Background: an optimization exercise with open tools, aiming at small area, a short achievable clock period and few clock cycles per item. Do not read the settings as production practice. Only simulation tests tie the RTL to the original design; equivalence was not proved. Power and IR drop assume default switching activity.

## flow/design.v

```verilog
`timescale 1ns / 1ps
package uvlt_pkg;
  localparam logic [2:0] FUNC_CLEAR  = 3'd0;
  localparam logic [2:0] FUNC_COUNT  = 3'd1;
  localparam logic [2:0] FUNC_SEARCH = 3'd2;
  localparam logic [2:0] FUNC_INSERT = 3'd3;
  localparam logic [2:0] FUNC_DELETE = 3'd4;
  localparam logic [1:0] ST_OK      = 2'd0;
  localparam logic [1:0] ST_PRESENT = 2'd1;
  localparam logic [1:0] ST_MISSING = 2'd2;
  localparam logic [1:0] ST_FULL    = 2'd3;
  typedef struct packed {
    logic        [2:0]  func;
    logic signed [31:0] value;
  } req_t;
  typedef struct packed {
    logic [1:0] status;
    logic [5:0] position;
    logic [6:0] count;
  } rsp_t;
endpackage
`timescale 1ns / 1ps
module uvlt_ctrl #(
  parameter int CAPACITY = 64
) (
  input  logic                clk,
  input  logic                rst,
  input  logic                start,
  input  logic [2:0]          func,
  input  logic [CAPACITY-1:0] eq,
  output logic [CAPACITY-1:0] valid_next,
  output logic [CAPACITY-1:0] shift,
  output logic                busy,
  output logic                done,
  output uvlt_pkg::rsp_t      rsp
);
  localparam int IW = $clog2(CAPACITY);
  localparam int CW = $clog2(CAPACITY + 1);
  logic [CW-1:0]       count;
  logic [CAPACITY-1:0] valid;
  logic [2:0]          func_q;
  logic [CAPACITY-1:0] match;
  logic                acc;
  logic                is_clear, is_search, is_insert, is_delete;
  logic                hit, full, append, remove;
  logic [IW-1:0]       pos;
  logic [CAPACITY-1:0] below;    
  logic [CW-1:0]       count_next;
  assign busy = 1'b0;
  assign acc  = start && !rst;
  assign is_clear  = done && (func_q == uvlt_pkg::FUNC_CLEAR);
  assign is_search = (func_q == uvlt_pkg::FUNC_SEARCH);
  assign is_insert = (func_q == uvlt_pkg::FUNC_INSERT);
  assign is_delete = (func_q == uvlt_pkg::FUNC_DELETE);
  assign hit    = |match;
  assign full   = valid[CAPACITY-1];
  assign append = done && is_insert && !hit && !full;
  assign remove = done && is_delete && hit;
  always_comb begin
    pos = '0;
    for (int i = 0; i < CAPACITY; i++) begin
      if (match[i]) pos = pos | IW'(i);
    end
  end
  always_comb begin
    logic [CAPACITY-1:0] p;
    p = match;
    for (int d = 1; d < CAPACITY; d = d * 2) begin
      p = p | (p << d);
    end
    below = p;
  end
  assign shift = (done && is_delete) ? below : '0;
  always_comb begin
    count_next = count;
    valid_next = valid;
    if (is_clear) begin
      count_next = '0;
      valid_next = '0;
    end else if (append) begin
      count_next = count + CW'(1);
      valid_next = {valid[CAPACITY-2:0], 1'b1};
    end else if (remove) begin
      count_next = count - CW'(1);
      valid_next = {1'b0, valid[CAPACITY-1:1]};
    end
  end
  always_ff @(posedge clk) begin
    if (rst) begin
      count <= '0;
      valid <= '0;
    end else begin
      count <= count_next;
      valid <= valid_next;
    end
  end
  always_ff @(posedge clk) begin
    for (int i = 0; i < CAPACITY; i++) begin
      if (shift[i]) match[i] <= valid_next[i] && ((i + 1 < CAPACITY) ? eq[(i + 1) % CAPACITY] : 1'b0);
      else          match[i] <= valid_next[i] && eq[i];
    end
    func_q <= func;
  end
  always_ff @(posedge clk) begin
    if (rst) begin
      done <= 1'b0;
    end else begin
      done <= acc;
    end
  end
  always_comb begin
    rsp.status   = uvlt_pkg::ST_OK;
    rsp.position = '0;
    rsp.count    = 7'(count_next);
    if (is_search) begin
      if (hit) rsp.position = 6'(pos);
      else     rsp.status   = uvlt_pkg::ST_MISSING;
    end else if (is_insert) begin
      if (hit) begin
        rsp.status   = uvlt_pkg::ST_PRESENT;
        rsp.position = 6'(pos);
      end else if (full) begin
        rsp.status   = uvlt_pkg::ST_FULL;
      end else begin
        rsp.position = 6'(count);
      end
    end else if (is_delete) begin
      if (hit) rsp.position = 6'(pos);
      else     rsp.status   = uvlt_pkg::ST_MISSING;
    end
  end
endmodule
`timescale 1ns / 1ps
module uvlt_datapath #(
  parameter int CAPACITY = 64
) (
  input  logic                clk,
  input  logic [31:0]         value,
  input  logic [CAPACITY-1:0] valid_next,
  input  logic [CAPACITY-1:0] shift,
  output logic [CAPACITY-1:0] eq
);
  logic [31:0] mem [CAPACITY];
  for (genvar i = 0; i < CAPACITY; i++) begin : g_ent
    assign eq[i] = (mem[i] == value);
    always_ff @(posedge clk) begin
      if (!valid_next[i]) begin
        mem[i] <= value;
      end else if (shift[i]) begin
        if (i + 1 < CAPACITY) mem[i] <= mem[(i + 1) % CAPACITY];
      end
    end
  end
endmodule
`timescale 1ns / 1ps
module unique_value_list_table_unit #(
  parameter int CAPACITY = 64
) (
  input  logic            clk,
  input  logic            rst,
  input  logic            start,
  output logic            busy,
  input  uvlt_pkg::req_t  req,
  output logic            done,
  output uvlt_pkg::rsp_t  rsp
);
  logic [CAPACITY-1:0] valid_next;
  logic [CAPACITY-1:0] shift;
  logic [CAPACITY-1:0] eq;
  uvlt_ctrl #(
    .CAPACITY (CAPACITY)
  ) u_ctrl (
    .clk        (clk),
    .rst        (rst),
    .start      (start),
    .func       (req.func),
    .eq         (eq),
    .valid_next (valid_next),
    .shift      (shift),
    .busy       (busy),
    .done       (done),
    .rsp        (rsp)
  );
  uvlt_datapath #(
    .CAPACITY (CAPACITY)
  ) u_datapath (
    .clk        (clk),
    .value      (req.value),
    .valid_next (valid_next),
    .shift      (shift),
    .eq         (eq)
  );
endmodule
```

## flow/constraint.sdc

```tcl
create_clock -name core_clock -period 5.0 [get_ports {clk}]
set_input_delay 1.0000 -clock core_clock [delete_from_list [all_inputs] [get_ports {clk}]]
set_output_delay 1.0000 -clock core_clock [all_outputs]
set_load 0.01 [all_outputs]
```

## flow/run.sh

```bash
#!/bin/bash
# synth_recipe.tcl (not shown) runs the flow's synth.tcl, then flattens the netlist and writes it again
# the make line also repeats each setting of config.mk as NAME=value (left out here)
make -C /OpenROAD-flow-scripts/flow DESIGN_CONFIG=/design/flow/config.mk WORK_HOME=/design/flow/orfs CLKGATE_MAP_FILE= SYNTH_SCRIPT=/design/flow/synth_recipe.tcl finish
```

## flow/config.mk

```make
export PLATFORM = sky130hd
export DESIGN_NAME = unique_value_list_table_unit
export DESIGN_NICKNAME = unique_value_list_table_unit
export VERILOG_FILES = /design/flow/design.v
export SDC_FILE = /design/flow/constraint.sdc
export NUM_CORES = 4
export LEC_CHECK = 0
export CAP_MARGIN = 20
export CORE_MARGIN = 2
export CORE_UTILIZATION = 40
export SLEW_MARGIN = 20
```

==> run notes <==
==> stage by stage <==
step | power [mW] | hold WS (ns)
floorplan | 26.4 | 0.485
global placement | 28.5 | 0.525
detailed placement | 28.5 | 0.512
CTS | 46.9 | 0.493
global route | 48.1 | 0.536
finish | 46.6 | 0.530
==> kinds of logic after synthesis <==
family | Yosys count
simple gates | 1267
xor+xnor | 2054
compound gates | 226
buf+inv | 722
flops | 2187
fa+ha+maj | 2
other cells | 1
mux | 2061
==> cell usage after synthesis (all sizes together) (2+ instances only) <==
master	n
edfxtp	2048
xor2	2020
mux2	2016
nor4	611
clkbuf	417
buf	302
nor2	184
nand2	153
nand4	145
dfxtp	139
a21oi	79
nor3	76
a211oi	64
mux2i	45
o21ai	36
xnor2	34
nor2b	31
nand3	26
a21boi	18
nand2b	10
o31ai	10
and3	8
or3	7
or2	5
or4	5
a21o	4
o41ai	4
and4	3
inv	3
o2bb2ai	3
a2111oi	2
ha	2
nor4b	2
o22ai	2
==> area by class of cell <==
class / count / share of cell area (%)
inverters: 3 / 0.00849
clock inverters: 116 / 0.725
repair buffers: 468 / 3.75
clock buffers: 341 / 5.37
multi-input cells: 5611 / 38.0
well taps: 3900 / 3.68
flip-flops and latches: 2187 / 48.4
diodes: 6 / 0.0113
==> state kept, by name (all words and copies together), names as in the netlist <==
register	cells
u_ctrl.match	64
u_ctrl.valid	64
u_ctrl.func_q	3
u_ctrl.count	7
u_ctrl.done	1
u_datapath.mem	2048
==> power breakdown <==
group          switching (mW)  internal, mW  leakage [nW]  total [mW]
clock                    7.95          10.4          3.96        18.4
sequential               1.33          21.8          22.6        23.1
combinational            2.83          2.27          20.7        5.11
total                    12.1          34.5          47.3        46.6
==> per-layer routing <==
layer / vias up / track usage [%] / part of all wire (%)
li1: 31600 / - / -
met1: 36500 / 30.4 / 43
met2: 2219 / 38.1 / 48
met3: 567 / 2.72 / 5.4
met4: 0 / 7.94 / 3.5
met5: - / 0 / 0
==> worst max-delay path by stage <==
stage | to | startpoint | slack [ns]
after global placement | u_datapath.mem[62][13] | u_ctrl.match[41] | 0.44
after floorplan | u_datapath.mem[34][0] | u_ctrl.match[34] | 0.49
after CTS | rsp[3] | u_ctrl.match[35] | 0.01
after global routing | rsp[3] | u_ctrl.match[24] | 0.005
final | rsp[11] | u_ctrl.match[19] | 0.08
after detailed placement | u_datapath.mem[62][9] | u_ctrl.match[41] | 0.45
==> worst max-delay path: cells and delay by family (launching register included) <==
kind	cells	cell delay [ns]
buffers and inverters	2	0.75
AOI/OAI and AO/OA	2	0.26
and+or+nand+nor	3	1.65
DFF	1	0.39
==> repair_timing <==
item | in CTS | in global routing
gates resized for setup | 11 | 5
hold buffers | 0 | 0
setup buffers | 5 | 0
setup endpoints to repair | 15 | 4
gates cloned | 2 | 0
pin swaps | 2 | 1
==> run notes <==
- Status: finished clean
- Syn_nets: 8560
- Core area: 291000 um2
- Crit path DAT: 3.92 ns
- Largest net degree at the start of global routing: 61
- Initial antenna violation count: 11
- FF+latch count, synth: 2187
- Min-Delay Path Class: reg -> reg
- Critical path required time: 4.00 ns
- Vias per cell: 5.62
- Seq/Total Area, Yosys: 54.8%
- Die W: 546 um
- LEAKAGE: about 47 nW
- TNS Setup: 0 ns
- Clock root cell: clkbuf_16
- WL final: 349 mm
- Post-Route Skew: 0.0636 ns
- Fillers: 26000
- CTS HTree Levels: 5
- Initial Util: 40.3%
- Synth top area cells: edfxtp_1 (52%), mux2_2 (18%), xor2_1 (15%), nor4_1 (3.3%), dfxtp_1 (2.4%)
- Area growth syn-to-layout: 13.1%
- Reg-to-Reg End: u_datapath.mem[62][4]
- Power per cell area: roughly 350 nW/um2
- Crit-path max FO: 5
- Die span in y: 546 um
- Share of layout cells above drive strength 1: between 30% and 40%
- Clk sinks: 2187
- Mapped cell area: 117000 um2
- Synth Area in Compound Gates: 1.21%
- Measured slew at the worst slew-check pin: 1.06 ns
- Post-synth top area cell: edfxtp_1
- Kind of critical path: reg -> out
- DP Cell Count: around 12000
- Mux cell area share after synthesis: 19.7%
- Vias: 70900
- Post-synthesis simple-gate area fraction: 6.37%
- # setup viols final: 0
- Buffers added on ports: 53
- Area occupied by multi-input gates: 50400 um2
- FP Rows: 198
- NumNets Final: around 8600
- Top cell type's share of synthesized area: 52.4%
- CP Launch Type: flip-flop
- Finished Layout Cells: 12600
- Pre-CTS setup slack: 0.454 ns
- CTS max path bufs: 4
- WL/cell: 27.7 um
- Gpl congestion: 0.888
- Hold path depth: 2
- DP Area: 124000 um2
- Post-synthesis cell count: 8520
- Final core utilization: 45.5%
- First-pass GRT wire length: 509 mm
- Register area: between 60000 and 70000 um2
- Worst slew margin: 28.3%
- Max-cap violation count: 0
- Prevailing post-synth register cell: edfxtp_1
- Grt ovf: 0
- CP Capture Type: output port
- I/O pin count: 55
- CP peak stage delay: approximately 0.78 ns
- Synth cell types: 48
- R2R cell count: 11
- R2r startpoint: u_ctrl.func_q[1]
- DRC: 0
- Clock-pin slew on the worst setup and hold paths: 0.06 ns
- Maximum achievable frequency: between 0.2 and 0.25 GHz
- Ys async rst share: 0%
- Gr usage total: around 23%
- Final Cycle Share: 98.3%
- Final Max Slew Viols: 0
- RSZ-0062 raised after global routing: no
- HP Start: u_ctrl.count[6]
- CTS Buf Count: between 200 and 300
- EDFF count, synth: about 2000
- Post-route cell area: 133000 um2
- Worst path slowest cell: nor4_2
- Synth Area in Adders: 0.0213%
- Post-DP HPWL: 237 mm
- Most common cell after layout, fill and taps aside: edfxtp_1
- Avg Cell Area, Syn: 13.8 um2
- Die area: between 200000 and 300000 um2
- Setup slack after layout: 0.0849 ns
- Final hold vios: 0
- Largest family of logic cells by synthesized area: multiplexers
- R2R setup slack: 0.54 ns
- Syn. warnings: 3
- First DRT Iteration DRCs: 6687
- Hold endpoint: u_ctrl.count[6]
- CTS tree: built
- Commonest cells after routing, fill and taps aside: edfxtp_1 (2048), xor2_1 (2020), mux2_2 (1834), nor4_1 (605), buf_4 (317)
- Post-Synth XOR/XNOR Area: 15.3%
- Minimum clock period: 4.92 ns
- Critical-path cell list: nor4_1 -> nand2_1 -> nor4_2 -> buf_4 -> a21oi_1 -> a21o_1 -> clkdlybuf4s50_1
- Pre-antenna DRT Iters: 5
- Vias in the first global route: about 73000
- Clock latency on the worst-skew pair: 0.90 ns
- Post-route ant nets: 0
- Peak VDD IR: 304 uV
Testbench counts, summed over its fixed seeds: cycles 12,008, ops 12,000.

==> separate check: timing with driven ports <==
The results above use ideal ports. As a check the final layout listed here was re-extracted and re-timed, cells and wires unchanged. Step 1 sets driving cells, clkbuf_16 on the clock port and buf_2 on the other inputs (assumed; they add their load-dependent delay and slew). Step 2 adds t to the input delays and takes it off the output delays; t is the mean of the earliest and latest rising clock arrival at the registers after step 1. Input paths then give back, and output paths get back, about the clock's delay inside the block. Three values: no drivers, after step 1, after step 2; two values: the first two.
t (ns): 0.957
slack for setup (ns): 0.085 / -0.005 / 0.542
slew at the worst register clock pin (ns): 0.07 / 0.07
worst slew at a driven data input, ns: 0.12
pins driven straight from the clock port: 1
After both steps this run still meets setup and hold. For this run, drivers alone change the setup slack by -0.090 ns; drivers and shift together by +0.457 ns.
